This is an optimization exercise on Yosys and OpenROAD, whose aim is small area, not a production implementation. Only simulation tests tie the RTL to the original design; equivalence was not proved. The flow treats the clock pin as an ideal source, which a real chip does not have. Power and IR drop assume default switching activity.

### config.mk
export PLATFORM = sky130hd
export DESIGN_NAME = spiMemory
export DESIGN_NICKNAME = spiMemory
export VERILOG_FILES = /design/flow/design.v
export SDC_FILE = /design/flow/constraint.sdc
export NUM_CORES = 4
export LEC_CHECK = 0
export CAP_MARGIN = 20
export CORE_MARGIN = 2
export CORE_UTILIZATION = 75
export SLEW_MARGIN = 20
### constraint.sdc
create_clock -name core_clock -period 10.0 [get_ports {trigger}]
set_input_delay 2.0000 -clock core_clock [delete_from_list [all_inputs] [get_ports {trigger}]]
set_output_delay 2.0000 -clock core_clock [all_outputs]
set_load 0.01 [all_outputs]
### design.v
package spiMemoryPkg;
    typedef logic [7:0] dataByte_t;
    typedef struct packed {
        logic [7-1:0] address;   
        logic                         readNotWrite;  
    } commandByte_t;
    typedef union packed {
        commandByte_t command;
        dataByte_t    data;
    } shiftWord_t;
    typedef enum logic [2:0] {
        idle, getCommand, decide, readLoad,
        readShift, writeReceive, writeStore, finish
    } controlState_t;
endpackage
`timescale 1ns/1ps
module inputConditioner (
    input  logic trigger,
    input  logic reset,
    input  logic resetValue,    
    input  logic pin,           
    output logic conditioned,   
    output logic risingEdge,    
    output logic fallingEdge    
);
    logic syncFirst;    
    logic syncSecond;   
    logic [1:0] counter;
    always_ff @(posedge trigger) begin
        if (reset) begin
            syncFirst   <= resetValue;
            syncSecond  <= resetValue;
            conditioned <= resetValue;
            counter     <= 2'b00;
        end else begin
            syncFirst   <= pin;
            syncSecond  <= syncFirst;
            if (syncSecond == conditioned) begin
                counter <= 2'b00;   
            end else if (counter == 2'b11) begin
                conditioned <= syncSecond;   
                counter     <= 2'b10;
            end else begin
                counter <= {counter[0], 1'b1};
            end
        end
    end
    assign risingEdge  = (counter == 2'b10) &&  conditioned;
    assign fallingEdge = (counter == 2'b10) && !conditioned;
endmodule
`timescale 1ns/1ps
module spiControl (
    input  logic       trigger,
    input  logic       reset,
    input  logic       sclkRising,        
    input  logic       sclkFalling,
    input  logic       chipSelectLow,     
    input  logic       chipSelectRising,  
    input  logic       mosiLevel,         
    output logic       memWrite,
    output logic       inCommand,
    output logic       inReadShift,
    output logic       inWrite,           
    output logic [2:0] bitCount,          
    output logic       misoEnable         
);
    localparam logic [2:0] IDLE        = 3'b000;
    localparam logic [2:0] COMMAND     = 3'b001;
    localparam logic [2:0] READ_SHIFT  = 3'b011;
    localparam logic [2:0] WRITE_RECV  = 3'b101;
    localparam logic [2:0] WRITE_STORE = 3'b100;
    localparam logic [2:0] FINISH      = 3'b110;
    logic [2:0] state;
    logic [2:0] nextState;
    logic       byteDone;
    assign byteDone = sclkRising && (bitCount == 3'd7);
    always_comb begin
        nextState = state;
        if (chipSelectRising) begin
            nextState = IDLE;   
        end else begin
            case (state)
                IDLE:        if (chipSelectLow) nextState = COMMAND;
                COMMAND:     if (byteDone) nextState = mosiLevel ? READ_SHIFT : WRITE_RECV;
                READ_SHIFT:  if (byteDone) nextState = FINISH;
                WRITE_RECV:  if (byteDone) nextState = WRITE_STORE;
                WRITE_STORE: nextState = FINISH;
                FINISH:      nextState = FINISH;
                default:     nextState = IDLE;
            endcase
        end
    end
    assign inCommand   = (state == COMMAND);
    assign inReadShift = (state == READ_SHIFT);
    assign inWrite     = (state == WRITE_RECV) || (state == WRITE_STORE);
    assign memWrite    = (state == WRITE_STORE) && !chipSelectRising;
    always_ff @(posedge trigger) begin
        if (reset) begin
            state      <= IDLE;
            bitCount   <= '0;
            misoEnable <= 1'b0;
        end else begin
            state <= nextState;
            if (state == IDLE) begin
                bitCount <= '0;   
            end else if (sclkRising && (inCommand || inReadShift || (state == WRITE_RECV))) begin
                bitCount <= bitCount + 1'b1;   
            end
            misoEnable <= inReadShift && !chipSelectRising &&
                          (sclkFalling || (misoEnable && !byteDone));
        end
    end
endmodule
module spiMemory (
    input  logic trigger,
    input  logic reset,
    input  logic sclk,         
    input  logic chipSelect,   
    input  logic mosi,
    output logic miso,
    output logic misoEnable
);
    localparam int RING = 32;    
    logic sclkRising, sclkFalling;
    logic chipSelectLevel, chipSelectRising;
    logic mosiLevel;
    inputConditioner sclkCond_i (
        .trigger(trigger), .reset(reset), .resetValue(1'b0), .pin(sclk),
        .conditioned(), .risingEdge(sclkRising), .fallingEdge(sclkFalling)
    );
    inputConditioner chipSelectCond_i (
        .trigger(trigger), .reset(reset), .resetValue(1'b1), .pin(chipSelect),
        .conditioned(chipSelectLevel), .risingEdge(chipSelectRising), .fallingEdge()
    );
    inputConditioner mosiCond_i (
        .trigger(trigger), .reset(reset), .resetValue(1'b0), .pin(mosi),
        .conditioned(mosiLevel), .risingEdge(), .fallingEdge()
    );
    logic       inCommand, inReadShift, inWrite, memWrite, addressLatch;
    logic [2:0] bitCount;
    spiControl control_i (
        .trigger(trigger), .reset(reset), .sclkRising(sclkRising),
        .sclkFalling(sclkFalling), .chipSelectLow(!chipSelectLevel),
        .chipSelectRising(chipSelectRising), .mosiLevel(mosiLevel),
        .memWrite(memWrite), .inCommand(inCommand), .inReadShift(inReadShift),
        .inWrite(inWrite),
        .bitCount(bitCount), .misoEnable(misoEnable)
    );
    logic [5:0] shiftWord;
    always_ff @(posedge trigger) begin
        if (sclkRising) shiftWord <= {shiftWord[4:0], mosiLevel};
    end
    logic [6:0] address;
    assign addressLatch = inCommand && sclkRising && (bitCount == 3'd6);
    always_ff @(posedge trigger) begin
        if (addressLatch) address <= {shiftWord[5:0], mosiLevel};
    end
    logic [4:0] phase;
    always_ff @(posedge trigger) begin
        if (reset) phase <= '0;
        else       phase <= phase + 1'b1;
    end
    logic writing, clearing, busy;
    always_ff @(posedge trigger) begin
        if (reset) begin
            writing  <= 1'b0;
            clearing <= 1'b1;
        end else begin
            if (memWrite)          writing <= 1'b1;
            else if (addressLatch) writing <= 1'b0;
            if (addressLatch)      clearing <= 1'b0;
        end
    end
    assign busy = writing || clearing;
    logic       hit8, hit16, hit32;
    logic [1:0] octet;   
    assign hit8  = (phase[2:0] == ~address[2:0]);
    assign hit16 = hit8  && (phase[3] == ~address[3]);
    assign hit32 = hit16 && (phase[4] == ~address[4]);
    assign octet = address[4:3] + phase[4:3];
    logic [1023:0] mem;
    logic [3:0]    insert;   
    for (genvar r = 0; r < 4; r++) begin : g_insert
        assign insert[r] = clearing || (writing && hit32 && (address[6:5] == r));
    end
    for (genvar b = 0; b < 8; b++) begin : g_plane
        for (genvar r = 0; r < 4; r++) begin : g_ring
            localparam int BASE = (b*4 + r) * RING;
            always_ff @(posedge trigger) begin
                mem[BASE] <= insert[r] ? dataByte[b] : mem[BASE + RING - 1];
                for (int p = 1; p < RING; p++) mem[BASE + p] <= mem[BASE + p - 1];
            end
        end
    end
    logic [7:0] tapBit;
    logic [7:0] capture;
    for (genvar b = 0; b < 8; b++) begin : g_tap
        localparam int PLANE = b * 4 * RING;
        logic [15:0] taps;
        for (genvar r = 0; r < 4; r++) begin : g_r
            for (genvar m = 0; m < 4; m++) begin : g_m
                assign taps[r*4 + m] = mem[PLANE + r*RING + m*8 + 7];
            end
        end
        if (b >= 6) begin : g_t8
            assign tapBit[b]  = taps[{address[6:5], octet}];
            assign capture[b] = hit8;
        end else if (b >= 4) begin : g_t16
            assign tapBit[b]  = taps[{address[6:5], octet[1], 1'b1}];
            assign capture[b] = hit16;
        end else begin : g_t32
            assign tapBit[b]  = taps[{address[6:5], 2'b11}];
            assign capture[b] = hit32;
        end
    end
    logic [7:0] dataByte;
    always_ff @(posedge trigger) begin
        if (reset) begin
            dataByte <= '0;
        end else if (inWrite) begin
            if (sclkRising) dataByte <= {dataByte[6:0], mosiLevel};
        end else if (!busy) begin
            for (int b = 0; b < 8; b++) begin
                if (capture[b]) dataByte[b] <= tapBit[b];
            end
        end
    end
    always_ff @(posedge trigger) begin
        if (reset) begin
            miso <= 1'b0;
        end else if (inReadShift && sclkFalling) begin
            miso <= dataByte[~bitCount];
        end
    end
endmodule
### flow/run.sh
#!/bin/bash
# Standard layout, with our own clock tree synthesis arguments and
# a plain buffer on each port.
set -euo pipefail
export CTS_ARGS="-sink_clustering_enable -repair_clock_nets -dont_use_dummy_load -sink_clustering_size 21 -sink_clustering_max_diameter 70 -buf_list sky130_fd_sc_hd__clkbuf_8"
export BUFFER_PORTS_ARGS="-buffer_cell sky130_fd_sc_hd__buf_1"
bash standard.sh > standard.log 2>&1
### standard.sh
#!/bin/bash
# synth_recipe.tcl (not shown) runs the flow's synth.tcl, then flattens the netlist and writes it again
# the make line also repeats each setting of config.mk as NAME=value (left out here)
make -C /OpenROAD-flow-scripts/flow DESIGN_CONFIG=/design/flow/config.mk WORK_HOME=/design/flow/orfs CLKGATE_MAP_FILE= SYNTH_SCRIPT=/design/flow/synth_recipe.tcl "${@:-finish}"
==> notes.md, run 1 <==
Vias/cell -> 4.89
Area growth, synth to finish -> 5.22%
CTS tree -> done
Final min period -> 3180 ps
Multi-input logic area -> 1770 sq um
Aggregate global-route resource usage -> 18.8%
Worst Path Required -> 8000 ps
Setup TNS -> 0 ps
Final slew viol count -> 0
Status -> complete, no violations
CP Class -> reg2out
Switch Pwr -> 1.10 mW
Cell area after layout -> 24800 sq um
Share of synthesized registers carrying an async set or reset -> 0%
Gate Count Post-Synth -> 1308
Tcrit/Tclk final -> 31.8%
Yosys top cell by area -> dfxtp_1
Seq/Total Area, Yosys -> 92.0%
Crit path buffers/inverters -> 1
Fin. Hold Viols -> 0
Largest net degree at the start of global routing -> 34
Initial antenna violation count -> 3
Clock share of power -> 27.3%
Reg power frac -> 72.6%
Layout cells sized above 1 -> 8.34%
Slew HR -> 31.9%
Crit path from -> control_i.misoEnable
Vias -> 8563
Sw frac -> 18.7%
Slew @ Worst Pin -> 1020 ps
Power, Total -> 5.91 mW
Placer Congestion -> 0.804
Final ANT Viol Nets -> 0
Power Internal -> 4.81 mW
#FFs+latches synth -> 1075
Port-buffer cells -> 6
First-pass GRT wire length -> 47200 microns
Mapped Area -> 23500 sq um
Clock slew at reported path FFs -> 120 ps
Number of global-route vias before repair -> 8766
Share of the synthesized area in the top cell type -> 90.4%
Reg area -> 21700 sq um
Layout Skew -> 62.5 ps
Root Driver -> clkbuf_8
Total grt overflow -> 0
Post-CTS resize count -> 0
Synth warn -> 3
Latest clock arrival within the worst-skew pair -> 610 ps
Synth unique cells -> 50
Clk sinks -> 1075
Syn avg cell area -> 18.0 sq um
# hold bufs at CTS -> 0
Lkg Pwr -> 9.73 nW
Num CTS Buffers -> 57
Cell chain of the critical path -> buf_1
Part of the power in combinational logic -> 0.2%
Fill count -> 1557
Initial Util -> 76.5%
Initial DRC Count -> 486
Pwr dens -> 239 nW/um^2
Family with the most delay on the worst path -> flip-flops
RSZ-0062 raised after global routing -> no
Die W -> 181 microns
# setup viols final -> 0
Synth top area cells -> dfxtp_1, edfxtp_1, mux2_2, mux4_2, mux2i_1
Post-synth top flop -> dfxtp_1
Core Footprint -> 30700 sq um
DRC viols -> 0
Detailed placer's ending HPWL -> 17700 microns
Worst setup SP type -> register
Die footprint -> 32800 sq um
Maxcap violations -> 0
DRT Wirelength -> 29700 microns
H-tree levels -> 2
Post-CTS setup buffers -> 0
Hold WS -> 257 ps
CP endpoint kind -> output port
Crit path max-delay cell type -> dfxtp_1
Hold Crit Class -> reg2reg
Pre-antenna DRT Iters -> 4
WL/cell -> 17.0 microns
Slowest cell delay on critical path -> 360 ps
Worst VDD drop -> 200 uV
EDFF count, synth -> 13
Critical path fanouts, max -> 2
Placed cell areas -> 24000 sq um
Synth top cells by count -> dfxtp_1, mux2_2, nand2_1
Die height -> 181 microns
Data arrival, critical path -> 1180 ps
Syn Nets -> 1318
Hold path startpoint -> mem[323]
# nets final -> 1367
IO Pins -> 7
Fmax -> 315 MHz
FF-to-FF Start -> address[5]
Top-count cell post-synth -> dfxtp_1
Max clock buf depth -> 3
Row cnt -> 64
## final cells by class
type	count	share of cell area [%]
multi-input combinational	212	7.16
inverter	3	0.0455
clock buffer	57	3.17
antenna	1	0.0101
tap	396	2.00
timing repair buffer	8	0.152
sequential	1075	87.5
## layout by cell type (no fill, tap or decap), types with 2 or more instances in the layout
master,instances
nor3b_1,3
nor3_1,6
nand2b_1,5
clkbuf_8,57
or3_1,2
mux4_2,14
and3_1,2
o21ai_0,3
edfxtp_1,13
a211oi_1,5
buf_4,2
or2_2,4
mux2_1,6
nor2b_1,8
inv_1,2
mux2_2,29
mux2i_1,10
ha_1,5
nor2_1,23
a211o_1,2
nand3_1,8
a311oi_1,5
xor2_1,5
buf_1,6
a21o_1,4
a31oi_1,3
dfxtp_1,1062
nand2_1,26
a21oi_1,11
xnor2_1,5
## registers in the layout, summed over array words and instances (netlist names), 2 cells and up
signal and flops:
chipSelectCond_i.counter 2, phase 5, shiftWord 6, dataByte 8, mosiCond_i.counter 2, control_i.bitCount 3
address 7, sclkCond_i.counter 2, mem 1024, control_i.state 3
## path summary, 6_finish.rpt
path / to / slack, ps / depth (start not counted)
hold / removal: mem[324] / 260 / 0
setup reg to reg: dataByte[6] / 7600 / 4
setup / recovery: misoEnable / 6820 / 1
hold reg to reg: mem[324] / 260 / 0
## logic make-up after synthesis
kind of cell | after synthesis | share of synthesized area, %
AOI/OAI and AO/OA | 45 | 1.46
and+or+nand+nor | 91 | 1.86
adders and majority gates | 5 | 0.266
xor gates and xnor gates | 12 | 0.511
buffers and inverters | 21 | 0.441
DFF | 1075 | 92.0
muxes | 59 | 3.44
## power by group through the flow
stage          Combinational [mW]  Sequential, mW  Clock, mW
6_report                  0.00969            4.29       1.61
5_1_grt                    0.0104            4.29       1.81
4_1_cts                   0.00974            4.29       1.66
3_5_place_dp              0.00941            4.39          0
3_3_place_gp              0.00847            4.39          0
2_1_floorplan             0.00637            4.39          0
## through the flow
step,utilization [%],instances,setup slack [ps]
floorplan,-,1308,7390
global placement,77.9,1694,6990
detailed placement,77.9,1694,6900
CTS,80.5,1751,6770
global route,80.5,1751,6750
finish,80.5,1752,6820
## per-layer routing
metal | up-vias | global-route usage [%] | part of all wire, %
met1 | 4118 | 27.4 | 49
met3 | 73 | 3.81 | 4.3
met4 | 2 | 6.67 | 2.8
met5 | - | 0 | 0.037
li1 | 4236 | - | -
met2 | 134 | 28.6 | 44
==> inputs of run 2 (changes only) <==
==> flow/run.sh (replaced) <==
#!/bin/bash
# Standard layout, with our own clock tree synthesis arguments and
# a plain buffer on each port.
set -euo pipefail
export CTS_ARGS="-sink_clustering_enable -repair_clock_nets -dont_use_dummy_load -sink_clustering_size 12 -sink_clustering_max_diameter 50 -buf_list sky130_fd_sc_hd__clkbuf_4"
export BUFFER_PORTS_ARGS="-buffer_cell sky130_fd_sc_hd__buf_1"
bash standard.sh > standard.log 2>&1
==> notes.md, run 2 <==
Hold Crit Class -> reg2reg
WHS Path Cells -> 0
Reg area -> 21700 sq um
Setup TNS -> 0 ps
RSZ-0062 raised after global routing -> no
Largest regs -> mem x1024, dataByte x8, address x7
Status -> complete, no violations
# setup viols final -> 0
Synth top cells by count -> dfxtp_1, mux2_2, nand2_1
Part of the power in combinational logic -> 0.2%
Latest clock arrival within the worst-skew pair -> 750 ps
Root Driver -> clkbuf_4
Final ANT Viol Nets -> 0
Final min period -> 3270 ps
DRT Wirelength -> 28800 microns
Post-CTS resize count -> 0
Critical path fanouts, max -> 2
Synth warn -> 3
Max reg flops -> 1024
#FFs+latches synth -> 1075
Core Footprint -> 30700 sq um
Layout Skew -> 39.9 ps
# nets final -> 1409
Slowest cell delay on critical path -> 370 ps
Tcrit/Tclk final -> 32.7%
Pre-antenna DRT Iters -> 12
Worst VDD drop -> 146 uV
Placed Cells -> 1694
Cell chain of the critical path -> buf_1
Post-CTS setup buffers -> 0
Worst hold endpoint -> mem[506]
H-tree levels -> 3
Gate Count Post-Synth -> 1308
Top-count cell post-synth -> dfxtp_1
R2R cell count -> 5
DRC viols -> 0
Largest net degree at the start of global routing -> 34
Clock share of power -> 26.6%
Hold path startpoint -> mem[505]
Share of synthesized registers carrying an async set or reset -> 0%
Total grt overflow -> 0
Die W -> 181 microns
Fin. Hold Viols -> 0
Number of global-route vias before repair -> 9038
Clk sinks -> 1075
Slew @ Worst Pin -> 969 ps
Clock slew at reported path FFs -> 120 ps
Final slew viol count -> 0
Yosys top cell by area -> dfxtp_1
Max clock buf depth -> 3
Maxcap violations -> 0
Worst setup SP type -> register
Family with the most delay on the worst path -> flip-flops
Row cnt -> 64
Syn avg cell area -> 18.0 sq um
Cell area after layout -> 24700 sq um
Mapped Area -> 23500 sq um
Power Internal -> 4.75 mW
Share of the synthesized area in the top cell type -> 90.4%
Multi-input logic area -> 1770 sq um
Pwr dens -> 237 nW/um^2
IO Pins -> 7
Vias/cell -> 4.88
Worst Path Required -> 8000 ps
Crit path buffers/inverters -> 1
Die height -> 181 microns
Synth top area cells -> dfxtp_1, edfxtp_1, mux2_2, mux4_2, mux2i_1
First-pass GRT wire length -> 46400 microns
Fmax -> 306 MHz
Layout cells sized above 1 -> 11.1%
WL/cell -> 16.1 microns
Die footprint -> 32800 sq um
Placer Congestion -> 0.804
Switch Pwr -> 1.11 mW
FF-to-FF Start -> address[3]
Crit path max-delay cell type -> dfxtp_1
Most common cell after layout, fill and taps aside -> dfxtp_1
Initial Util -> 76.5%
Area growth, synth to finish -> 5.06%
Detailed placer's ending HPWL -> 17700 microns
Lkg Pwr -> 9.77 nW
Aggregate global-route resource usage -> 18.4%
Port-buffer cells -> 6
Most frequent cells in the layout -> dfxtp_1, clkbuf_4, mux2_2, nand2_1, nor2_1
Vias -> 8760
Post-synth top flop -> dfxtp_1
Sw frac -> 18.9%
Placed cell areas -> 24000 sq um
R2R Setup Slk -> 7640 ps
Slew HR -> 35.4%
Num CTS Buffers -> 99
Most flop-heavy register -> mem
Initial antenna violation count -> 3
CP Class -> reg2out
Seq/Total Area, Yosys -> 92.0%
Syn Nets -> 1318
EDFF count, synth -> 13
Fill count -> 1599
Reg power frac -> 73.2%
Initial DRC Count -> 435
Fin cells -> 1796
Data arrival, critical path -> 1270 ps
Reg2reg end -> mem[800]
# hold bufs at CTS -> 0
CP endpoint kind -> output port
Synth unique cells -> 50
CTS tree -> done
run 2: cell counts after synthesis:
No cell type changed its count.
run 2: worst max-delay path by stage:
stage	start	endpoint	cells after the start
floorplan	reset	control_i.state[2]	2
global placement	reset	control_i.state[2]	4
detailed placement	reset	control_i.state[2]	4
CTS	control_i.misoEnable	misoEnable	1
global route	control_i.misoEnable	misoEnable	1
finish	control_i.misoEnable	misoEnable	1
run 2: cells by family (layout without fill, tap and decap cells):
kind of cell,Yosys count,after routing,share of synthesized area [%]
adders and majority gates,5,5,0.266
xor gates and xnor gates,12,12,0.511
muxes,59,59,3.44
and+or+nand+nor,91,91,1.86
DFF,1075,1075,92.0
AOI/OAI and AO/OA,45,45,1.46
other,0,3,0
buffers and inverters,21,110,0.441
run 2: layout make-up:
cell class | count | share of cell area, %
multi-input combinational | 212 | 7.17
tap | 396 | 2.00
inverter | 3 | 0.0456
clock buffer | 99 | 3.01
sequential | 1075 | 87.6
timing repair buffer | 8 | 0.152
antenna | 3 | 0.0304
run 2: worst reg2reg max path: cells and delay by family (launching register included):
family                   cells  cell delay, ps
adder cells (fa/ha/maj)      1             660
AO/OA/AOI/OAI                1             420
AND/OR/NAND/NOR              2             410
multiplexers                 1             390
flip-flops                   1             380
run 2: power by group through the flow:
stage | logic [mW] | clock network, mW | registers [mW]
2_1_floorplan | 0.00637 | 0 | 4.39
3_3_place_gp | 0.00847 | 0 | 4.39
3_5_place_dp | 0.00941 | 0 | 4.39
4_1_cts | 0.00950 | 1.62 | 4.29
5_1_grt | 0.0103 | 1.78 | 4.29
6_report | 0.00940 | 1.56 | 4.29
run 2: metrics by stage:
| step | hold slack [ps] | power (mW) | utilization (%) | worst slack (ps) |
|---|---|---|---|---|
| 2_1_floorplan | 310 | 4.39 | - | 7390 |
| 3_3_place_gp | 310 | 4.40 | 77.9 | 6990 |
| 3_5_place_dp | 312 | 4.40 | 77.9 | 6900 |
| 4_1_cts | 294 | 5.92 | 80.4 | 6650 |
| 5_1_grt | 297 | 6.09 | 80.4 | 6620 |
| 6_report | 297 | 5.86 | 80.4 | 6730 |
run 2: routing by layer:
layer | track usage [%] | vias up | share of wire (%)
met3 | 4.23 | 57 | 3.8
li1 | - | 4365 | -
met1 | 26.7 | 4178 | 50
met2 | 27.3 | 160 | 44
met4 | 7.77 | 0 | 2.5
met5 | 0 | - | 0
==> inputs of run 3 (changes only) <==
--- a/config.mk
+++ b/config.mk
@@ -7,5 +7,5 @@
 export LEC_CHECK = 0
 export CAP_MARGIN = 20
 export CORE_MARGIN = 2
-export CORE_UTILIZATION = 75
+export CORE_UTILIZATION = 85
 export SLEW_MARGIN = 20
==> notes.md, run 3 <==
Status -> stopped before the end
Halt Stage -> 3_5_place_dp
Stop err -> Error: detail_place.tcl, 38 bad optional access
Gate Count Post-Synth -> 1308
Synth top cells by count -> dfxtp_1, mux2_2, nand2_1
Die W -> 170 microns
EDFF count, synth -> 13
Post-synth top flop -> dfxtp_1
Placer Congestion -> 0.778
IO Pins -> 7
Share of the synthesized area in the top cell type -> 90.4%
Seq/Total Area, Yosys -> 92.0%
#FFs+latches synth -> 1075
Initial Util -> 86.8%
Top-count cell post-synth -> dfxtp_1
Port-buffer cells -> 6
Synth warn -> 3
Row cnt -> 60
Die height -> 170 microns
Syn Nets -> 1318
Mapped Area -> 23500 sq um
Synth unique cells -> 50
Yosys top cell by area -> dfxtp_1
Synth top area cells -> dfxtp_1, edfxtp_1, mux2_2, mux4_2, mux2i_1
Share of synthesized registers carrying an async set or reset -> 0%
Syn avg cell area -> 18.0 sq um
==> run 3: power groups by stage <==
stage	logic, mW	clock network [mW]	registers, mW
after floorplan	0.00637	0	4.39
after global placement	0.00830	0	4.39
==> run 3: stage by stage <==
step | total power, mW | worst slack [ps] | hold slack (ps)
floorplan | 4.39 | 7390 | 310
global placement | 4.40 | 7000 | 310
==> run 3: worst min-delay path by stage <==
stage	startpoint	to	slack (ps)	cells after the start
3_3_place_gp	mem[838]	mem[839]	310	0
2_1_floorplan	mem[1000]	mem[1001]	310	0
==> run 3: logic make-up after synthesis <==
group,after synthesis,share of synthesized area [%]
compound gates,45,1.46
xor+xnor,12,0.511
fa+ha+maj,5,0.266
buf+inv,21,0.441
flops,1075,92.0
mux,59,3.44
simple gates,91,1.86
==> inputs of run 4 (changes only) <==
--- a/config.mk
+++ b/config.mk
@@ -7,5 +7,5 @@
 export LEC_CHECK = 0
 export CAP_MARGIN = 20
 export CORE_MARGIN = 2
-export CORE_UTILIZATION = 85
+export CORE_UTILIZATION = 70
 export SLEW_MARGIN = 20
==> notes.md, run 4 <==
Status -> complete, no violations
Slowest cell delay on critical path -> 350 ps
Post-CTS setup buffers -> 0
Worst slack, placed -> 6890 ps
Final min period -> 3370 ps
Syn Nets -> 1318
Core Footprint -> 33300 sq um
Max clock buf depth -> 3
Tcrit/Tclk final -> 33.7%
Layout cells sized above 1 -> 11.1%
Crit path buffers/inverters -> 1
R2R Setup Slk -> 7660 ps
DRC viols -> 0
Layout Skew -> 44.5 ps
Max reg flops -> 1024
Fmax -> 297 MHz
Uppermost layer routed -> met4
R2R cell count -> 4
Most frequent cells in the layout -> dfxtp_1, clkbuf_4, mux2_2, nand2_1, nor2_1
Compound-Gate Fraction of Synth Area -> 1.46%
Number of global-route vias before repair -> 8660
Multiplexer share of the synthesized area -> 3.44%
# setup viols final -> 0
FF-to-FF Start -> address[5]
Top-count cell post-synth -> dfxtp_1
Initial DRC Count -> 373
Vias/cell -> 4.65
Largest family of logic cells by synthesized area -> multiplexers
Fin. Hold Viols -> 0
Cell area after layout -> 24800 sq um
IO Pins -> 7
Share of synthesized registers carrying an async set or reset -> 0%
Seq/Total Area, Yosys -> 92.0%
Worst hold endpoint -> mem[364]
Lkg Pwr -> 9.77 nW
Placer Congestion -> 0.735
Largest net degree at the start of global routing -> 34
Worst VDD drop -> 157 uV
Pre-antenna DRT Iters -> 4
Slew HR -> 41.6%
Initial antenna violation count -> 2
Clk sinks -> 1075
Vias -> 8600
#FFs+latches synth -> 1075
Initial Util -> 70.7%
Crit path max-delay cell type -> dfxtp_1
Root Driver -> clkbuf_4
Synth top area cells -> dfxtp_1, edfxtp_1, mux2_2, mux4_2, mux2i_1
Synth top cells by count -> dfxtp_1, mux2_2, nand2_1
Num CTS Buffers -> 99
Reg2reg end -> dataByte[6]
Die W -> 187 microns
Slew @ Worst Pin -> 876 ps
Maxcap violations -> 0
Setup TNS -> 0 ps
CP endpoint kind -> output port
Placed cell areas -> 24000 sq um
Synth Area in Adders -> 0.266%
Latest clock arrival within the worst-skew pair -> 800 ps
Syn avg cell area -> 18.0 sq um
Post-synth top flop -> dfxtp_1
Synth warn -> 3
Fin cells -> 1848
Worst setup margin -> 6630 ps
Crit path from -> miso
Cell chain of the critical path -> buf_1
DR WL met2 -> 10500 microns
Die height -> 187 microns
First-pass GRT wire length -> 43500 microns
Share of the synthesized area in the top cell type -> 90.4%
WHS Path Cells -> 0
Synth unique cells -> 50
Data arrival, critical path -> 1370 ps
Aggregate global-route resource usage -> 16.1%
EDFF count, synth -> 13
CP Class -> reg2out
Area growth, synth to finish -> 5.34%
Worst Path Required -> 8000 ps
Family with the most delay on the worst path -> flip-flops
Hold Crit Class -> reg2reg
WL met3 -> 1160 microns
WL/cell -> 14.4 microns
Mapped Area -> 23500 sq um
Synth Area in XOR/XNOR -> 0.511%
Yosys top cell by area -> dfxtp_1
Final ANT Viol Nets -> 0
Synth Area in Simple Gates -> 1.86%
Hold path startpoint -> mem[363]
Die footprint -> 35100 sq um
Row cnt -> 67
Final slew viol count -> 0
Most flop-heavy register -> mem
Clock slew at reported path FFs -> 120 ps
Most common cell after layout, fill and taps aside -> dfxtp_1
H-tree levels -> 3
Gate Count Post-Synth -> 1308
Met1 Routed Length -> 14200 microns
Critical path fanouts, max -> 2
RSZ-0062 raised after global routing -> no
Port-buffer cells -> 6
Largest regs -> mem x1024, dataByte x8, address x7
# nets final -> 1409
# hold bufs at CTS -> 0
CTS tree -> done
Total grt overflow -> 0
Pwr dens -> 237 nW/um^2
Hold WS -> 295 ps
Detailed placer's ending HPWL -> 15600 microns
Post-CTS resize count -> 0
DRT Wirelength -> 26600 microns
Worst setup SP type -> register
Placed Cells -> 1746
-- run 4: cell counts after synthesis --
No cell type changed its count.
-- run 4: kinds of logic after synthesis --
kind of cell	Yosys count
adder cells (fa/ha/maj)	5
XOR/XNOR	12
multiplexers	59
buffers and inverters	21
flip-flops	1075
AO/OA/AOI/OAI	45
AND/OR/NAND/NOR	91
-- run 4: cell type report --
| cell class | count | area (sq um) |
|---|---|---|
| repair buffers | 8 | 37.5 |
| diodes | 3 | 7.51 |
| fillers | 2065 | 8500 |
| clock buffers | 99 | 743 |
| well taps | 448 | 561 |
| flip-flops and latches | 1075 | 21700 |
| multi-input cells | 212 | 1770 |
| inverters | 3 | 11.3 |
-- run 4: worst max path at each step --
| stage | end | slack (ps) | depth (start not counted) |
|---|---|---|---|
| floorplan | control_i.state[2] | 7390 | 2 |
| global placement | control_i.state[2] | 6980 | 4 |
| detailed placement | control_i.state[2] | 6890 | 4 |
| CTS | miso | 6500 | 1 |
| global route | miso | 6510 | 1 |
| finish | miso | 6630 | 1 |
-- run 4: layer usage --
layer / vias up / GRT usage, %
li1: 4360 / -
met1: 4061 / 24.5
met2: 125 / 21.4
met3: 54 / 4.60
met4: 0 / 7.42
met5: - / 0
-- run 4: per-stage QoR --
step / total power [mW] / utilization, %
detailed placement: 4.40 / 72.2
floorplan: 4.39 / -
global placement: 4.40 / 72.2
finish: 5.87 / 74.5
global route: 6.11 / 74.5
CTS: 5.95 / 74.4
-- run 4: report_power, final --
part | internal (mW) | total (mW) | switching, mW
registers | 4.29 | 4.29 | 0.00203
clock network | 0.458 | 1.57 | 1.12
logic | 0.00376 | 0.00881 | 0.00505
total | 4.75 | 5.87 | 1.12
==> inputs of run 5 (changes only) <==
--- a/design.v
+++ b/design.v
@@ -111,6 +111,7 @@
         end
     end
 endmodule
+`timescale 1ns/1ps
 module spiMemory (
     input  logic trigger,
     input  logic reset,
@@ -160,6 +161,7 @@
         if (reset) phase <= '0;
         else       phase <= phase + 1'b1;
     end
+    logic [7:0] dataByte;
     logic writing, clearing, busy;
     always_ff @(posedge trigger) begin
         if (reset) begin
@@ -213,7 +215,6 @@
             assign capture[b] = hit32;
         end
     end
-    logic [7:0] dataByte;
     always_ff @(posedge trigger) begin
         if (reset) begin
             dataByte <= '0;
==> notes.md, run 5 <==
Post-CTS setup buffers -> 0
Worst Path Required -> 8000 ps
Root Driver -> clkbuf_4
Synth warn -> 3
Mapped Area -> 23500 sq um
Gate Count Post-Synth -> 1308
Slowest cell delay on critical path -> 350 ps
Yosys top cell by area -> dfxtp_1
Cell chain of the critical path -> buf_1
DRC viols -> 0
Lkg Pwr -> 9.77 nW
Crit path buffers/inverters -> 1
Family with the most delay on the worst path -> flip-flops
Die W -> 187 microns
Area growth, synth to finish -> 5.34%
Clock slew at reported path FFs -> 120 ps
# hold bufs at CTS -> 0
Fmax -> 297 MHz
Hold Crit Class -> reg2reg
Core Footprint -> 33300 sq um
Worst VDD drop -> 157 uV
First-pass GRT wire length -> 43500 microns
Met1 Routed Length -> 14200 microns
Initial Util -> 70.7%
Share of synthesized registers carrying an async set or reset -> 0%
Slew HR -> 41.6%
Die footprint -> 35100 sq um
Number of global-route vias before repair -> 8660
Pwr dens -> 237 nW/um^2
Share of the synthesized area in the top cell type -> 90.4%
# setup viols final -> 0
Most flop-heavy register -> mem
Clk sinks -> 1075
#FFs+latches synth -> 1075
Most frequent cells in the layout -> dfxtp_1, clkbuf_4, mux2_2, nand2_1, nor2_1
Worst setup SP type -> register
H-tree levels -> 3
Layout Skew -> 44.5 ps
Most common cell after layout, fill and taps aside -> dfxtp_1
Slew @ Worst Pin -> 876 ps
Tcrit/Tclk final -> 33.7%
Largest regs -> mem x1024, dataByte x8, address x7
Seq/Total Area, Yosys -> 92.0%
Maxcap violations -> 0
Synth top cells by count -> dfxtp_1, mux2_2, nand2_1
Crit path max-delay cell type -> dfxtp_1
Initial DRC Count -> 373
Num CTS Buffers -> 99
CP endpoint kind -> output port
CP Class -> reg2out
Row cnt -> 67
Layout cells sized above 1 -> 11.1%
CTS tree -> done
Setup TNS -> 0 ps
Vias -> 8600
Uppermost layer routed -> met4
WL/cell -> 14.4 microns
Fin. Hold Viols -> 0
Final ANT Viol Nets -> 0
Detailed placer's ending HPWL -> 15600 microns
Pre-antenna DRT Iters -> 4
Final min period -> 3370 ps
Top-count cell post-synth -> dfxtp_1
Aggregate global-route resource usage -> 16.1%
Status -> complete, no violations
Syn Nets -> 1318
DR WL met2 -> 10500 microns
EDFF count, synth -> 13
Port-buffer cells -> 6
Placer Congestion -> 0.735
Synth unique cells -> 50
Latest clock arrival within the worst-skew pair -> 800 ps
Initial antenna violation count -> 2
Vias/cell -> 4.65
DRT Wirelength -> 26600 microns
# nets final -> 1409
Final slew viol count -> 0
Max reg flops -> 1024
IO Pins -> 7
Synth top area cells -> dfxtp_1, edfxtp_1, mux2_2, mux4_2, mux2i_1
Power, Total -> 5.87 mW
Critical path fanouts, max -> 2
Total grt overflow -> 0
Post-synth top flop -> dfxtp_1
WL met3 -> 1160 microns
Post-CTS resize count -> 0
RSZ-0062 raised after global routing -> no
Largest net degree at the start of global routing -> 34
Die height -> 187 microns
Max clock buf depth -> 3
Data arrival, critical path -> 1370 ps
Syn avg cell area -> 18.0 sq um
## run 5: cells by family (layout without fill, tap and decap cells)
kind of cell | after synthesis | count (layout) | synth area share (%)
compound gates | 45 | 45 | 1.46
xor+xnor | 12 | 12 | 0.511
fa+ha+maj | 5 | 5 | 0.266
buf+inv | 21 | 110 | 0.441
flops | 1075 | 1075 | 92.0
mux | 59 | 59 | 3.44
other cells | 0 | 3 | 0
simple gates | 91 | 91 | 1.86
## run 5: stage by stage
stage | std cells | hold WS (ps) | cell area [sq um] | setup WS, ps | util (%)
3_5_place_dp | 1746 | 312 | 24000 | 6890 | 72.2
6_report | 1848 | 295 | 24800 | 6630 | 74.5
5_1_grt | 1847 | 304 | 24800 | 6510 | 74.5
2_1_floorplan | 1308 | 310 | 23500 | 7390 | -
4_1_cts | 1845 | 298 | 24800 | 6500 | 74.4
3_3_place_gp | 1746 | 310 | 24000 | 6980 | 72.2
## run 5: layout make-up
cell class,instances,area (sq um)
clock buffers,99,743
fillers,2065,8500
inverters,3,11.3
well taps,448,561
diodes,3,7.51
repair buffers,8,37.5
flip-flops and latches,1075,21700
multi-input cells,212,1770
## run 5: metal layers
metal,vias to the layer above,track usage [%]
li1,4360,-
met1,4061,24.5
met2,125,21.4
met3,54,4.60
met4,0,7.42
met5,-,0
## run 5: report_power, final
part | leakage, nW | internal, mW | switching (mW) | total [mW]
Combinational | 0.648 | 0.00376 | 0.00505 | 0.00881
Sequential | 8.67 | 4.29 | 0.00203 | 4.29
Clock | 0.455 | 0.458 | 1.12 | 1.57
Total | 9.77 | 4.75 | 1.12 | 5.87
## run 5: worst reg2reg max path, stage by stage (launching register included)
cell and delay [ps]:
edfxtp_1 940, inv_2 180, mux4_2 470, a32o_1 280
a2111oi_1 360
## run 5: path summary, 6_finish.rpt
path                 end       start  slack (ps)  depth (start not counted)
max reg2reg  dataByte[6]  address[5]        7660                          4
min             mem[364]    mem[363]         300                          0
max                 miso        miso        6630                          1
min reg2reg     mem[364]    mem[363]         300                          0
==> inputs of run 6 (changes only) <==
--- a/design.v
+++ b/design.v
@@ -111,7 +111,6 @@
         end
     end
 endmodule
-`timescale 1ns/1ps
 module spiMemory (
     input  logic trigger,
     input  logic reset,
@@ -161,7 +160,6 @@
         if (reset) phase <= '0;
         else       phase <= phase + 1'b1;
     end
-    logic [7:0] dataByte;
     logic writing, clearing, busy;
     always_ff @(posedge trigger) begin
         if (reset) begin
@@ -215,6 +213,7 @@
             assign capture[b] = hit32;
         end
     end
+    logic [7:0] dataByte;
     always_ff @(posedge trigger) begin
         if (reset) begin
             dataByte <= '0;
==> flow/run.sh (replaced) <==
#!/bin/bash
# Standard layout with our own clock tree: small clock buffers in clusters
# of up to 14 flip-flops, no dummy loads, then any clock buffer whose loads
# would see a slow edge upsized before routing; a plain buffer on each port.
set -euo pipefail
export CTS_ARGS="-sink_clustering_enable -repair_clock_nets -dont_use_dummy_load -sink_clustering_size 14 -sink_clustering_max_diameter 60 -buf_list sky130_fd_sc_hd__clkbuf_4"
export BUFFER_PORTS_ARGS="-buffer_cell sky130_fd_sc_hd__buf_1"
bash standard.sh cts > standard_cts.log 2>&1
RESULTS=$PWD/orfs/results/sky130hd/spiMemory/base CLOCK_SLEW_LIMIT=0.110 \
  openroad -no_init -exit flow/fix_cts.tcl > fix_cts.log 2>&1
bash standard.sh > standard.log 2>&1
==> flow/fix_cts.tcl (new file) <==
set results $::env(RESULTS)
set platform $::env(FLOW_HOME)/platforms/sky130hd
read_liberty $platform/lib/sky130_fd_sc_hd__tt_025C_1v80.lib
read_db $results/4_cts.odb
read_sdc $results/4_cts.sdc
source $platform/setRC.tcl

proc clock_buffers {} {
  set bufs {}
  foreach inst [get_cells *] {
    if {[string match "sky130_fd_sc_hd__clkbuf_*" [get_property $inst ref_name]]} {
      lappend bufs $inst
    }
  }
  return $bufs
}

# Worst slew at the input pins a cell's output drives, and whether any of
# them is a flip-flop clock pin
proc load_slew {inst} {
  set out [get_pins -of_objects $inst -filter "direction == output"]
  set net [get_nets -of_objects $out]
  set worst 0
  foreach p [get_pins -of_objects $net -filter "direction == input"] {
    set s [get_property $p slew_max]
    if {$s > $worst} { set worst $s }
  }
  return $worst
}

proc upsize {inst} {
  set ref [get_property $inst ref_name]
  set next [dict get {sky130_fd_sc_hd__clkbuf_1 sky130_fd_sc_hd__clkbuf_2
                      sky130_fd_sc_hd__clkbuf_2 sky130_fd_sc_hd__clkbuf_4
                      sky130_fd_sc_hd__clkbuf_4 sky130_fd_sc_hd__clkbuf_8
                      sky130_fd_sc_hd__clkbuf_8 sky130_fd_sc_hd__clkbuf_16
                      sky130_fd_sc_hd__clkbuf_16 sky130_fd_sc_hd__clkbuf_16} $ref]
  if {$next ne $ref} {
    puts "upsize [get_name $inst] $ref -> $next"
    replace_cell $inst $next
    return 1
  }
  return 0
}

set limit $::env(CLOCK_SLEW_LIMIT)
for {set pass 0} {$pass < 4} {incr pass} {
  estimate_parasitics -placement
  set changed 0
  foreach inst [clock_buffers] {
    if {[load_slew $inst] > $limit} { incr changed [upsize $inst] }
  }
  puts "pass $pass: upsized $changed clock buffers"
  if {$changed == 0} { break }
}

detailed_placement
check_placement -verbose
estimate_parasitics -placement
foreach inst [clock_buffers] {
  set s [load_slew $inst]
  if {$s > $limit} { puts "still slow: [get_name $inst] $s" }
}
write_db $results/4_cts.odb
--- a/config.mk
+++ b/config.mk
@@ -7,5 +7,5 @@
 export LEC_CHECK = 0
 export CAP_MARGIN = 20
 export CORE_MARGIN = 2
-export CORE_UTILIZATION = 70
+export CORE_UTILIZATION = 75
 export SLEW_MARGIN = 20
==> notes.md, run 6 <==
CTS tree -> done
# hold bufs at CTS -> 0
Initial antenna violation count -> 2
Lkg Pwr -> 9.98 nW
EDFF count, synth -> 13
Setup TNS -> 0 ps
Hold Crit Class -> reg2reg
Share of the synthesized area in the top cell type -> 90.4%
Clock share of power -> 32.0%
Largest net degree at the start of global routing -> 34
Tcrit/Tclk final -> 30.8%
Mapped Area -> 23500 sq um
Fmax -> 325 MHz
Crit path max-delay cell type -> dfxtp_1
Part of the power in combinational logic -> 0.2%
Sw frac -> 18.7%
Final min period -> 3080 ps
Final slew viol count -> 0
Power, Total -> 6.32 mW
Syn avg cell area -> 18.0 sq um
Latest clock arrival within the worst-skew pair -> 550 ps
Placer Congestion -> 0.804
Crit path buffers/inverters -> 1
Status -> complete, no violations
Worst slack, placed -> 6900 ps
Most frequent cells in the layout -> dfxtp_1, clkbuf_8, mux2_2, nand2_1, nor2_1
# setup viols final -> 0
Switch Pwr -> 1.18 mW
Share of synthesized registers carrying an async set or reset -> 0%
Initial DRC Count -> 421
Worst VDD drop -> 169 uV
Vias -> 8802
Post-synth top flop -> dfxtp_1
Row cnt -> 64
Yosys top cell by area -> dfxtp_1
Synth top area cells -> dfxtp_1, edfxtp_1, mux2_2, mux4_2, mux2i_1
Port-buffer cells -> 6
Core Footprint -> 30700 sq um
Aggregate global-route resource usage -> 20.0%
Post-CTS setup buffers -> 0
WHS Path Cells -> 0
Data arrival, critical path -> 1080 ps
Die W -> 181 microns
Family with the most delay on the worst path -> flip-flops
# nets final -> 1396
RSZ-0062 raised after global routing -> no
Worst setup margin -> 6920 ps
Power Internal -> 5.14 mW
Post-CTS resize count -> 0
Die height -> 181 microns
Synth top cells by count -> dfxtp_1, mux2_2, nand2_1
CP endpoint kind -> output port
Worst setup SP type -> register
Clock slew at reported path FFs -> 80 ps
Num CTS Buffers -> 86
Reg power frac -> 67.9%
Final ANT Viol Nets -> 0
Fin. Hold Viols -> 0
Number of global-route vias before repair -> 9288
Levels on crit path -> 1
Pre-antenna DRT Iters -> 5
#FFs+latches synth -> 1075
Max reg flops -> 1024
Layout Skew -> 33.5 ps
IO Pins -> 7
Max clock buf depth -> 3
Maxcap violations -> 0
Area growth, synth to finish -> 7.33%
Most flop-heavy register -> mem
Most common cell after layout, fill and taps aside -> dfxtp_1
Layout cells sized above 1 -> 10.3%
H-tree levels -> 3
Die footprint -> 32800 sq um
Seq/Total Area, Yosys -> 92.0%
Vias/cell -> 4.94
First-pass GRT wire length -> 49900 microns
WL/cell -> 17.4 microns
CP Class -> reg2out
DRC viols -> 0
Gate Count Post-Synth -> 1308
Synth warn -> 3
Pwr dens -> 250 nW/um^2
Cell chain of the critical path -> buf_1
Critical path fanouts, max -> 2
Clk sinks -> 1075
Syn Nets -> 1318
Slowest cell delay on critical path -> 350 ps
Initial Util -> 76.5%
Root Driver -> clkbuf_4
Detailed placer's ending HPWL -> 17700 microns
Synth unique cells -> 50
R2R cell count -> 4
Slew HR -> 34.4%
Slew @ Worst Pin -> 984 ps
Largest regs -> mem x1024, dataByte x8, address x7
DRT Wirelength -> 31000 microns
Total grt overflow -> 0
Top-count cell post-synth -> dfxtp_1
Worst Path Required -> 8000 ps
[run 6: through the flow]
stage	utilization, %	area [sq um]	cells	hold WS [ps]
final	82.1	25300	1782	296
after global routing	82.1	25200	1780	302
after CTS	80.0	24600	1780	268
after detailed placement	77.9	24000	1694	312
after global placement	77.9	24000	1694	310
after floorplan	-	23500	1308	310
[run 6: kinds of logic after synthesis]
| family | count (synthesis) | share of synthesized area (%) |
|---|---|---|
| multiplexers | 59 | 3.44 |
| XOR/XNOR | 12 | 0.511 |
| flip-flops | 1075 | 92.0 |
| AO/OA/AOI/OAI | 45 | 1.46 |
| AND/OR/NAND/NOR | 91 | 1.86 |
| adder cells (fa/ha/maj) | 5 | 0.266 |
| buffers and inverters | 21 | 0.441 |
[run 6: path summary, 6_finish.rpt]
check | startpoint | end | slack [ps]
setup / recovery | control_i.misoEnable | misoEnable | 6920
hold / removal | mem[442] | mem[443] | 300
setup reg to reg | address[5] | dataByte[6] | 7540
hold reg to reg | mem[442] | mem[443] | 300
[run 6: area by class of cell]
class / count / area, sq um
sequential: 1075 / 21700
fill: 1447 / 5500
tap: 396 / 495
antenna: 2 / 5.00
multi-input combinational: 212 / 1770
inverter: 3 / 11.3
clock buffer: 86 / 1280
timing repair buffer: 8 / 37.5
[run 6: worst reg2reg max path, delay by kind of cell (launching register included)]
kind | cells | cell delay (ps)
AOI/OAI and AO/OA | 2 | 680
DFF | 1 | 1010
buffers and inverters | 1 | 170
muxes | 1 | 470
[run 6: power groups by stage]
stage	clock (mW)	combinational [mW]	sequential [mW]
global placement	0	0.00847	4.39
detailed placement	0	0.00941	4.39
CTS	1.55	0.00953	4.29
global route	2.24	0.0105	4.29
floorplan	0	0.00637	4.39
finish	2.02	0.00953	4.29
[run 6: per-layer routing]
layer / vias to the layer above / wire length [microns] / track usage, %
met4: 0 / 1080 / 8.65
met1: 4261 / 14700 / 28.0
met3: 88 / 1060 / 3.69
li1: 4297 / - / -
met2: 156 / 14200 / 31.2
met5: - / 0 / 0
==> inputs of run 7 (changes only) <==
--- a/flow/run.sh
+++ b/flow/run.sh
@@ -6,6 +6,6 @@
 export CTS_ARGS="-sink_clustering_enable -repair_clock_nets -dont_use_dummy_load -sink_clustering_size 14 -sink_clustering_max_diameter 60 -buf_list sky130_fd_sc_hd__clkbuf_4"
 export BUFFER_PORTS_ARGS="-buffer_cell sky130_fd_sc_hd__buf_1"
 bash standard.sh cts > standard_cts.log 2>&1
-RESULTS=$PWD/orfs/results/sky130hd/spiMemory/base CLOCK_SLEW_LIMIT=0.110 \
+RESULTS=$PWD/orfs/results/sky130hd/spiMemory/base TREE_SLEW_LIMIT=0.150 LEAF_SLEW_LIMIT=0.118 \
   openroad -no_init -exit flow/fix_cts.tcl > fix_cts.log 2>&1
 bash standard.sh > standard.log 2>&1
--- a/flow/fix_cts.tcl
+++ b/flow/fix_cts.tcl
@@ -43,22 +43,37 @@
   return 0
 }
 
-set limit $::env(CLOCK_SLEW_LIMIT)
-for {set pass 0} {$pass < 4} {incr pass} {
-  estimate_parasitics -placement
-  set changed 0
-  foreach inst [clock_buffers] {
-    if {[load_slew $inst] > $limit} { incr changed [upsize $inst] }
+# A clock buffer is a leaf when it drives flip-flops, else part of the tree
+proc is_leaf {inst} {
+  set out [get_pins -of_objects $inst -filter "direction == output"]
+  set net [get_nets -of_objects $out]
+  foreach p [get_pins -of_objects $net -filter "direction == input"] {
+    if {[string match "sky130_fd_sc_hd__df*" [get_property [get_cells -of_objects $p] ref_name]]} {
+      return 1
+    }
   }
-  puts "pass $pass: upsized $changed clock buffers"
-  if {$changed == 0} { break }
+  return 0
+}
+
+# First the tree, so the leaves see fast input edges, then the leaves
+foreach {kind limit} [list 0 $::env(TREE_SLEW_LIMIT) 1 $::env(LEAF_SLEW_LIMIT)] {
+  for {set pass 0} {$pass < 4} {incr pass} {
+    estimate_parasitics -placement
+    set changed 0
+    foreach inst [clock_buffers] {
+      if {[is_leaf $inst] == $kind && [load_slew $inst] > $limit} {
+        incr changed [upsize $inst]
+      }
+    }
+    puts "leaf $kind pass $pass: upsized $changed clock buffers"
+    if {$changed == 0} { break }
+  }
 }
 
 detailed_placement
 check_placement -verbose
 estimate_parasitics -placement
 foreach inst [clock_buffers] {
-  set s [load_slew $inst]
-  if {$s > $limit} { puts "still slow: [get_name $inst] $s" }
+  puts "clock buffer [get_name $inst] [get_property $inst ref_name] leaf [is_leaf $inst] load slew [load_slew $inst]"
 }
 write_db $results/4_cts.odb
==> notes.md, run 7 <==
Row cnt -> 64
Synth warn -> 3
Fin. Hold Viols -> 0
Cell chain of the critical path -> buf_1
# setup viols final -> 0
GR Util met2 -> 30.7%
Crit path buffers/inverters -> 1
Share of synthesized registers carrying an async set or reset -> 0%
Synth Area in Adders -> 0.266%
Placed cell areas -> 24000 sq um
WHS Path Cells -> 0
Crit path max-delay cell type -> dfxtp_1
Post-synth top flop -> dfxtp_1
Layout cells sized above 1 -> 10.3%
Post-CTS resize count -> 0
Worst slack, placed -> 6900 ps
Critical path fanouts, max -> 2
Pre-antenna DRT Iters -> 4
Syn avg cell area -> 18.0 sq um
Synth Area in Simple Gates -> 1.86%
Synth Area in XOR/XNOR -> 0.511%
Area growth, synth to finish -> 6.88%
Status -> complete, no violations
Cell area after layout -> 25100 sq um
IO Pins -> 7
Latest clock arrival within the worst-skew pair -> 600 ps
Clock slew at reported path FFs -> 80 ps
Setup TNS -> 0 ps
WL/cell -> 17.3 microns
Slowest cell delay on critical path -> 350 ps
# nets final -> 1396
Gate Count Post-Synth -> 1308
Placed Cells -> 1694
Die W -> 181 microns
RSZ-0062 raised after global routing -> no
Final ANT Viol Nets -> 0
# hold bufs at CTS -> 0
Mapped Area -> 23500 sq um
Levels on crit path -> 1
CTS tree -> done
Synth unique cells -> 50
Worst Path Required -> 8000 ps
R2R cell count -> 4
Placer Congestion -> 0.804
Most frequent cells in the layout -> dfxtp_1, clkbuf_8, mux2_2, nand2_1, nor2_1
Die footprint -> 32800 sq um
Synth top area cells -> dfxtp_1, edfxtp_1, mux2_2, mux4_2, mux2i_1
Multiplexer share of the synthesized area -> 3.44%
Tcrit/Tclk final -> 30.9%
DRT Wirelength -> 30800 microns
Met3 GRT Util -> 3.73%
Total grt overflow -> 0
Top-count cell post-synth -> dfxtp_1
Share of the synthesized area in the top cell type -> 90.4%
Worst VDD drop -> 165 uV
Synth top cells by count -> dfxtp_1, mux2_2, nand2_1
Num CTS Buffers -> 86
Power, Total -> 6.23 mW
Fmax -> 323 MHz
CP endpoint kind -> output port
Fin cells -> 1781
Seq/Total Area, Yosys -> 92.0%
Detailed placer's ending HPWL -> 17700 microns
Maxcap violations -> 0
DRC viols -> 0
Initial antenna violation count -> 2
Lkg Pwr -> 9.93 nW
#FFs+latches synth -> 1075
Hold Crit Class -> reg2reg
Final min period -> 3090 ps
Worst setup SP type -> register
Vias -> 8704
Final slew viol count -> 0
Post-CTS setup buffers -> 0
Aggregate global-route resource usage -> 19.8%
Max clock buf depth -> 3
Port-buffer cells -> 6
Compound-Gate Fraction of Synth Area -> 1.46%
Largest net degree at the start of global routing -> 34
First-pass GRT wire length -> 49400 microns
Data arrival, critical path -> 1090 ps
Initial DRC Count -> 447
Pwr dens -> 248 nW/um^2
Largest regs -> mem x1024, dataByte x8, address x7
CP Class -> reg2out
Worst setup margin -> 6910 ps
Core Footprint -> 30700 sq um
Clk sinks -> 1075
Max reg flops -> 1024
Layout Skew -> 66.2 ps
Initial Util -> 76.5%
Die height -> 181 microns
Family with the most delay on the worst path -> flip-flops
Busiest grt layer -> met2
Most common cell after layout, fill and taps aside -> dfxtp_1
Largest family of logic cells by synthesized area -> multiplexers
H-tree levels -> 3
EDFF count, synth -> 13
Root Driver -> clkbuf_4
Vias/cell -> 4.89
Number of global-route vias before repair -> 9300
Met1 Usage GRT -> 27.9%
Slew @ Worst Pin -> 997 ps
Syn Nets -> 1318
Most flop-heavy register -> mem
Yosys top cell by area -> dfxtp_1
Slew HR -> 33.5%
==> run 7: cell counts after synthesis <==
Identical to the previous run, type by type.
==> run 7: final timing paths <==
path                                            from           to  slack, ps
worst min register to register              mem[419]     mem[420]        280
worst max-delay path            control_i.misoEnable   misoEnable       6910
worst min-delay path                        mem[419]     mem[420]        280
worst max register to register            address[5]  dataByte[6]       7530
==> run 7: power breakdown <==
group          internal, mW  total (mW)  switching [mW]  leakage [nW]
Clock                 0.767        1.93            1.17         0.616
Combinational       0.00382     0.00944         0.00562         0.648
Sequential             4.29        4.29         0.00244          8.67
==> run 7: per-stage QoR <==
| stage | hold WS (ps) | utilization, % |
|---|---|---|
| 2_1_floorplan | 310 | - |
| 3_3_place_gp | 310 | 77.9 |
| 3_5_place_dp | 312 | 77.9 |
| 4_1_cts | 268 | 80.0 |
| 5_1_grt | 292 | 81.8 |
| 6_report | 276 | 81.8 |
==> run 7: cell type report <==
type	count	area, sq um
Sequential cell	1075	21700
Clock buffer	86	1180
Antenna cell	1	2.50
Inverter	3	11.3
Timing Repair Buffer	8	37.5
Multi-Input combinational cell	212	1770
Fill cell	1469	5600
Tap cell	396	495
==> run 7: cell families (layout without fill, tap and decap cells) <==
logic type      count (synthesis)  count (layout)
flops                        1075            1075
simple gates                   91              91
mux                            59              59
compound gates                 45              45
buf+inv                        21              97
xor+xnor                       12              12
fa+ha+maj                       5               5
other cells                     0               1
==> run 7: per-layer routing <==
metal	part of all wire, %	vias to the layer above	routed length, microns
li1	-	4292	-
met3	3.9	74	1200
met2	45	154	14000
met4	3.1	0	962
met5	0	-	0
met1	48	4184	14600
==> inputs of run 8 (changes only) <==
==> flow/run.sh (replaced) <==
#!/bin/bash
# Standard layout with our own clock tree: small clock buffers in clusters
# of up to 13 flip-flops, no dummy loads, then any clock buffer whose loads
# would see a slow edge upsized before routing; a plain buffer on each port.
set -euo pipefail
export CTS_ARGS="-sink_clustering_enable -repair_clock_nets -dont_use_dummy_load -sink_clustering_size 13 -sink_clustering_max_diameter 50 -buf_list sky130_fd_sc_hd__clkbuf_4"
export BUFFER_PORTS_ARGS="-buffer_cell sky130_fd_sc_hd__buf_1"
bash standard.sh cts > standard_cts.log 2>&1
RESULTS=$PWD/orfs/results/sky130hd/spiMemory/base TREE_SLEW_LIMIT=0.300 LEAF_SLEW_LIMIT=0.120 \
  openroad -no_init -exit flow/fix_cts.tcl > fix_cts.log 2>&1
bash standard.sh > standard.log 2>&1
==> notes.md, run 8 <==
Status -> complete, no violations
Die height -> 181 microns
Fin. Hold Viols -> 0
Maxcap violations -> 0
Placed cell areas -> 24000 sq um
Synth unique cells -> 50
DRC viols -> 0
WL/cell -> 16.1 microns
Yosys top cell by area -> dfxtp_1
Cell area after layout -> 24800 sq um
IO Pins -> 7
Detailed placer's ending HPWL -> 17700 microns
Die W -> 181 microns
Max clock buf depth -> 3
Share of the synthesized area in the top cell type -> 90.4%
Die footprint -> 32800 sq um
Reg power frac -> 72.2%
Num CTS Buffers -> 92
Number of global-route vias before repair -> 9095
Pre-antenna DRT Iters -> 4
Synth top cells by count -> dfxtp_1, mux2_2, nand2_1
Top-count cell post-synth -> dfxtp_1
RSZ-0062 raised after global routing -> no
Initial antenna violation count -> 4
Row cnt -> 64
Tcrit/Tclk final -> 33.5%
Slew @ Worst Pin -> 970 ps
CTS tree -> done
Most common cell after layout, fill and taps aside -> dfxtp_1
Most flop-heavy register -> mem
Worst Path Required -> 8000 ps
Latest clock arrival within the worst-skew pair -> 800 ps
Most frequent cells in the layout -> dfxtp_1, clkbuf_4, mux2_2, nand2_1, clkbuf_8
Post-synth top flop -> dfxtp_1
Largest net degree at the start of global routing -> 34
Part of the power in combinational logic -> 0.2%
Total grt overflow -> 0
Core Footprint -> 30700 sq um
Aggregate global-route resource usage -> 18.6%
Vias/cell -> 4.88
Crit path buffers/inverters -> 1
Cell chain of the critical path -> buf_1
Post-CTS setup buffers -> 0
Worst VDD drop -> 169 uV
Pwr dens -> 239 nW/um^2
Switch Pwr -> 1.12 mW
Lkg Pwr -> 9.81 nW
Setup TNS -> 0 ps
Placer Congestion -> 0.804
Initial DRC Count -> 420
Layout cells sized above 1 -> 10.6%
Final slew viol count -> 0
Clock share of power -> 27.7%
Initial Util -> 76.5%
Hold WS -> 243 ps
Power, Total -> 5.95 mW
# hold bufs at CTS -> 0
Data arrival, critical path -> 1350 ps
Fmax -> 299 MHz
Layout Skew -> 129 ps
Syn avg cell area -> 18.0 sq um
Vias -> 8734
Share of synthesized registers carrying an async set or reset -> 0%
H-tree levels -> 3
Root Driver -> clkbuf_4
Slew HR -> 35.4%
Worst setup SP type -> register
Critical path fanouts, max -> 2
Largest regs -> mem x1024, dataByte x8, address x7
Clk sinks -> 1075
Crit path max-delay cell type -> dfxtp_1
First-pass GRT wire length -> 46700 microns
Seq/Total Area, Yosys -> 92.0%
Gate Count Post-Synth -> 1308
Syn Nets -> 1318
Area growth, synth to finish -> 5.52%
Clock slew at reported path FFs -> 130 ps
# nets final -> 1402
Synth warn -> 3
CP Class -> reg2out
Port-buffer cells -> 6
Sw frac -> 18.8%
# setup viols final -> 0
Family with the most delay on the worst path -> flip-flops
DRT Wirelength -> 28900 microns
Synth top area cells -> dfxtp_1, edfxtp_1, mux2_2, mux4_2, mux2i_1
Mapped Area -> 23500 sq um
Slowest cell delay on critical path -> 370 ps
Hold Crit Class -> reg2reg
EDFF count, synth -> 13
Power Internal -> 4.83 mW
Max reg flops -> 1024
#FFs+latches synth -> 1075
CP endpoint kind -> output port
Final min period -> 3350 ps
Post-CTS resize count -> 0
Final ANT Viol Nets -> 0
-- run 8: cell counts after synthesis --
No cell type changed its count.
-- run 8: kinds of logic (layout without fill, tap and decap cells) --
group | count (synthesis) | count (layout) | synth area share [%]
compound gates | 45 | 45 | 1.46
xor+xnor | 12 | 12 | 0.511
fa+ha+maj | 5 | 5 | 0.266
buf+inv | 21 | 103 | 0.441
flops | 1075 | 1075 | 92.0
mux | 59 | 59 | 3.44
other cells | 0 | 2 | 0
simple gates | 91 | 91 | 1.86
-- run 8: worst paths after layout --
| path | startpoint | endpoint | slack [ps] | cells past startpoint |
|---|---|---|---|---|
| max | control_i.misoEnable | misoEnable | 6650 | 1 |
| min | mem[934] | mem[935] | 240 | 0 |
| max reg2reg | address[3] | mem[800] | 7590 | 5 |
| min reg2reg | mem[934] | mem[935] | 240 | 0 |
-- run 8: through the flow --
step | utilization (%) | setup WS (ps) | cells
after CTS | 80.2 | 6630 | 1786
after detailed placement | 77.9 | 6900 | 1694
after global routing | 80.7 | 6580 | 1787
after floorplan | - | 7390 | 1308
final | 80.7 | 6650 | 1788
after global placement | 77.9 | 6990 | 1694
-- run 8: power by group through the flow --
stage                     registers [mW]  logic (mW)  clock network [mW]
after detailed placement            4.39     0.00941                   0
after global routing                4.29      0.0104                1.87
after floorplan                     4.39     0.00637                   0
after CTS                           4.29     0.00947                1.58
final                               4.29     0.00944                1.65
after global placement              4.39     0.00847                   0
-- run 8: layout make-up --
cell class / count / area (sq um)
Antenna cell: 2 / 5.00
Multi-Input combinational cell: 212 / 1770
Sequential cell: 1075 / 21700
Tap cell: 396 / 495
Inverter: 3 / 11.3
Clock buffer: 92 / 853
Fill cell: 1572 / 5920
Timing Repair Buffer: 8 / 37.5
-- run 8: per-layer routing --
| metal | vias up | global-route usage, % | part of all wire [%] |
|---|---|---|---|
| met1 | 4156 | 26.7 | 49 |
| met3 | 73 | 4.05 | 4.1 |
| li1 | 4341 | - | - |
| met5 | - | 0 | 0.045 |
| met2 | 162 | 27.6 | 44 |
| met4 | 2 | 8.33 | 3.0 |

## what the ideal ports hide
How much do the figures lean on ideal ports? The routed layouts below were timed once more, with nothing changed but the port constraints. Step 1 (the two cells are an assumption about what drives the block):
set clk [get_ports {trigger}]
set_driving_cell -lib_cell sky130_fd_sc_hd__clkbuf_16 $clk
set_driving_cell -lib_cell sky130_fd_sc_hd__buf_2 [delete_from_list [all_inputs] $clk]
Step 2 adds t to the input delays and takes it off the output delays; t is the mean of the earliest and latest rising clock arrival at the registers after step 1. Input paths then give back, and output paths get back, about the clock's delay inside the block. Three values: ideal ports, drivers, drivers and shift; two values: the first two.
| run | t (ns) | slack for setup (ns) | hold slack, ns | slew at the worst register clock pin (ns) | cell pins on the clock port's net |
|---|---|---|---|---|---|
| run 1 | 0.648 | 6.821 / 6.773 / 6.866 | 0.257 / 0.257 / 0.257 | 0.12 / 0.12 | 1 |
| run 2 | 0.772 | 6.731 / 6.687 / 6.890 | 0.297 / 0.297 / 0.297 | 0.12 / 0.12 | 1 |
| run 4 | 0.826 | 6.628 / 6.580 / 6.880 | 0.295 / 0.295 / 0.295 | 0.12 / 0.12 | 1 |
| run 5 | 0.826 | 6.628 / 6.580 / 6.880 | 0.295 / 0.295 / 0.295 | 0.12 / 0.12 | 1 |
| run 6 | 0.587 | 6.922 / 6.872 / 6.835 | 0.296 / 0.296 / 0.296 | 0.10 / 0.10 | 1 |
| run 7 | 0.613 | 6.909 / 6.859 / 6.813 | 0.276 / 0.276 / 0.276 | 0.12 / 0.12 | 1 |
| run 8 | 0.783 | 6.652 / 6.602 / 6.887 | 0.243 / 0.243 / 0.243 | 0.13 / 0.13 | 1 |
After both steps setup and hold are still met in every run listed. The setup slack of run 7, which loses most, moves by -0.050 ns with the drivers and by -0.096 ns with both steps.
